Background: an optimization exercise with open tools, aiming at small area, a short achievable clock period and few clock cycles per item. Do not read the settings as production practice. At most, simulation tests tie the RTL to the original design; equivalence was not proved. No activity file was given, so power comes from the tool's default toggle rates.

==> flow/design.v (excerpt) <==
module systolic_dct_1d_param #(
    parameter int N         = 8,
    parameter int DATA_W    = 16,
    parameter int COEF_W    = 16,
    parameter int FRAC_BITS = 14,
    parameter int ACC_W     = DATA_W + COEF_W + $clog2(N),
    parameter int OUT_W     = 32
) (
    input  logic                      clk,
    input  logic                      rst,
    input  logic signed [DATA_W-1:0]  in_data,
    input  logic                      in_valid,
    output logic                      in_ready,
    input  logic                      coef_we,
    input  logic [$clog2(N*N)-1:0]    coef_addr,
    input  logic signed [COEF_W-1:0]  coef_wdata,
    output logic [N*OUT_W-1:0]        out_data,
    output logic                      out_valid,
    input  logic                      out_ready,
    output logic                      done,
    output logic                      busy
);
Size in the first run: about 2100 flip-flops, about 300 I/O pins, about 0.13 mm² of cells after synthesis.
==> flow/config.mk <==
export PLATFORM = sky130hd
export DESIGN_NAME = systolic_dct_1d_param
export DESIGN_NICKNAME = systolic_dct_1d_param
export VERILOG_FILES = /design/flow/design.v
export SDC_FILE = /design/flow/constraint.sdc
export NUM_CORES = 4
export LEC_CHECK = 0
export CAP_MARGIN = 20
export CORE_MARGIN = 2
export CORE_UTILIZATION = 40
export SLEW_MARGIN = 20
export SYNTH_HIERARCHICAL = 1
==> flow/constraint.sdc <==
create_clock -name core_clock -period 10.0 [get_ports {clk}]
set_input_delay 2.0000 -clock core_clock [delete_from_list [all_inputs] [get_ports {clk}]]
set_output_delay 2.0000 -clock core_clock [all_outputs]
set_load 0.01 [all_outputs]
standard.sh (not shown) runs the stock make flow with config.mk's settings and CLKGATE_MAP_FILE= SYNTH_SCRIPT=/design/flow/synth_recipe.tcl, a recipe that flattens the netlist after the stock synthesis.
==> flow/flow/run.sh <==
#!/bin/bash
# Layout flow: the standard flow (the standard.sh) with a larger setup repair margin and
# a clock tree built from larger sink clusters without dummy loads.
set -o pipefail
export SETUP_SLACK_MARGIN=6.5
export CTS_ARGS="-sink_clustering_enable -repair_clock_nets -sink_clustering_size 25 -sink_clustering_max_diameter 80 -dont_use_dummy_load"
bash standard.sh synth > synth.log 2>&1 || exit 1
bash standard.sh finish > finish.log 2>&1 || exit 1
Testbench counts at the start, summed over its fixed seeds: cycles 3,112, blocks 384.
Next try:
--- a/flow/design.v
+++ b/flow/design.v
@@ -30,23 +30,23 @@
     logic [7:0]          n1oh;
     logic [15:0]         x1;
     logic                vb;
     logic [2:0]          nb;
     logic [7:0]          nboh;
     logic [15:0]         xb;
     logic                rst_r, wq_v;
     logic [5:0]          wq_a;
     logic [15:0]         wq_d;
-    logic [2:0]          ys    [8];
-    logic [2:0]          ys_nx [8];
+    logic [10:0]         ys    [8];
+    logic [10:0]         ys_nx [8];
     logic                v2, last2;
-    logic [3:0]          first2;      
-    logic [3:0]          b_first;
+    logic [7:0]          first2;      
+    logic [7:0]          b_first;
     logic [3:0][7:0]     one2;
     logic [3:0][7:0]     two2;
     logic [3:0][7:0]     neg2;
     logic [15:0]         cr   [8];
     logic [AW-1:0]       acc_s [8];
     logic [AW-1:0]       acc_c [8];
     logic [AW-1:0]       as_in [8];
     logic [AW-1:0]       ac_in [8];
     logic [AW-1:0]       s_nx  [8];
@@ -94,19 +94,19 @@
             full_acc <= full_nx;
             done     <= transfer;
             out_valid <= ov_nx;
             busy     <= (cnt_nx != 3'd0) || infl_nx;
             in_ready <= (cnt_nx != 3'd0) || !ov_nx || !infl_nx;
         end
     end
     for (genvar g = 0; g < 4; g++) begin : g_enc
         dct_booth_enc u_enc (.x(xb), .v(vb), .n(nb), .one(b_one[g]), .two(b_two[g]), .neg(b_neg[g]),
-                             .first(b_first[g]));
+                             .first(b_first[2*g+1:2*g]));
     end
     always_ff @(posedge clk) begin
         x1   <= in_data;
         n1   <= cnt;
         for (int n = 0; n < 8; n++) n1oh[n] <= (cnt == 3'(n));
         xb   <= x1;
         nb   <= n1;
         nboh <= n1oh;
         one2 <= b_one;
@@ -125,36 +125,36 @@
     end
     assign wdata_q = wq_d & {16{~rst_r}};
     always_comb begin
         for (int i = 0; i < 64; i++) wen[i] = rst_r || (wq_v && wq_a == 6'(i));
     end
     always_ff @(posedge clk) begin
         for (int i = 0; i < 64; i++) if (wen[i]) coef[i] <= wdata_q;
     end
     for (genvar k = 0; k < 8; k++) begin : g_mac
-        assign as_in[k] = first2[k/2] ? INIT : acc_s[k];
-        assign ac_in[k] = first2[k/2] ? '0 : acc_c[k];
+        assign as_in[k] = first2[k] ? INIT : acc_s[k];
+        assign ac_in[k] = first2[k] ? '0 : acc_c[k];
         dct_mac_tree u_tree (
             .c(cr[k]), .one(one2[k/2]), .two(two2[k/2]), .neg(neg2[k/2]), .val(v2),
             .as_i(as_in[k]), .ac_i(ac_in[k]), .s_o(s_nx[k]), .c_o(c_nx[k])
         );
         always_ff @(posedge clk) begin
             acc_s[k] <= s_nx[k];
             acc_c[k] <= c_nx[k];
         end
         dct_cpa u_cpa (.a(acc_s[k]), .b(acc_c[k]), .y(y_nx[k]), .ys(ys_nx[k]));
         always_ff @(posedge clk) begin
             if (transfer) begin
                 y[k]  <= y_nx[k];
                 ys[k] <= ys_nx[k];
             end
         end
-        assign out_data[k*OUT_W +: OUT_W] = {{3{ys[k][2]}}, {4{ys[k][1]}}, {4{ys[k][0]}}, y[k]};
+        assign out_data[k*OUT_W +: OUT_W] = {ys[k], y[k]};
     end
 endmodule
 module dct_mac_tree (
     input  logic [15:0]   c,
     input  logic [7:0]    one,
     input  logic [7:0]    two,
     input  logic [7:0]    neg,
     input  logic          val,
     input  logic [34:0]   as_i,
@@ -439,19 +439,19 @@
 endmodule
 module dct_ha (input logic a, input logic b, output logic s, output logic co);
     assign s  = a ^ b;
     assign co = a & b;
 endmodule
 module dct_cpa (
     input  logic [34:0] a,
     input  logic [34:0] b,
     output logic [20:0] y,
-    output logic [2:0] ys
+    output logic [10:0] ys
 );
     wire [34:0] g = a & b;
     wire [34:0] p = a ^ b;
     wire gg0 = g[1] | (p[1] & g[0]);
     wire pp0 = p[1] & p[0];
     wire gg1 = g[3] | (p[3] & g[2]);
     wire pp1 = p[3] & p[2];
     wire gg2 = g[5] | (p[5] & g[4]);
     wire pp2 = p[5] & p[4];
@@ -586,29 +586,29 @@
     assign y[12] = p[26] ^ gg41;
     assign y[13] = p[27] ^ gg56;
     assign y[14] = p[28] ^ gg35;
     assign y[15] = p[29] ^ gg57;
     assign y[16] = p[30] ^ gg42;
     assign y[17] = p[31] ^ gg58;
     assign y[18] = p[32] ^ gg31;
     assign y[19] = p[33] ^ gg59;
     assign y[20] = p[34] ^ gg43;
-    assign ys = {3{p[34] ^ gg43}};
+    assign ys = {11{p[34] ^ gg43}};
 endmodule
 module dct_booth_enc (
     input  logic [15:0] x,
     input  logic        v,
     input  logic [2:0]  n,
     output logic [7:0]  one,
     output logic [7:0]  two,
     output logic [7:0]  neg,
-    output logic        first
+    output logic [1:0]  first
 );
-    assign first = v & (n == 3'd0);
+    assign first = {2{v & (n == 3'd0)}};
     logic [16:0] xe;
     assign xe = {x, 1'b0};
     for (genvar j = 0; j < 8; j++) begin : g_d
         assign one[j] = v & (xe[2*j+1] ^ xe[2*j]);
         assign two[j] = v & ((xe[2*j+2] & ~xe[2*j+1] & ~xe[2*j]) | (~xe[2*j+2] & xe[2*j+1] & xe[2*j]));
         assign neg[j] = v & xe[2*j+2] & ~(xe[2*j+1] & xe[2*j]);
     end
 endmodule
Outcome: Hold slack is better by 0.057 ns. Combinational power stays flat. Total power rose by a few percent. Non-clock buffer count fell by 27. Final area is higher slightly. Sequential power rises by a few percent. Maximum frequency goes down by a few percent. Worst setup slack gets worse by 0.092 ns. Die area rose slightly. Count of clock-buffer cells in the layout is higher by 4. Via count rose slightly. Wire length rose by a few percent. Core utilization goes down by 0.10 points.
No functional check of the RTL was part of the second run of this note.

==> static timing again, ports no longer ideal <==
The flow's constraints put no driver on any port. The routed layouts listed below were extracted and timed again, unchanged, in two steps.
Step 1, drivers: a clkbuf_16 drives clk and a buf_2 each remaining input, both assumed.
Step 2, shift: input delay + t, output delay - t, t = (earliest + latest rising clock arrival at the registers) / 2. This alone moves slack from input paths to output paths.
Slacks: ideal ports / drivers / drivers and shift; pairs: ideal ports / drivers.
run	shift t [ns]	slack for setup (ns)	cell pins on the clock port's net
the first run	0.958	6.439 / 6.344 / 6.293	1
the second run	0.941	6.347 / 6.249 / 6.288	1
After both steps every run listed still meets setup and hold. For the first run, which loses most, drivers alone change the setup slack by -0.095 ns; drivers and shift together by -0.146 ns.
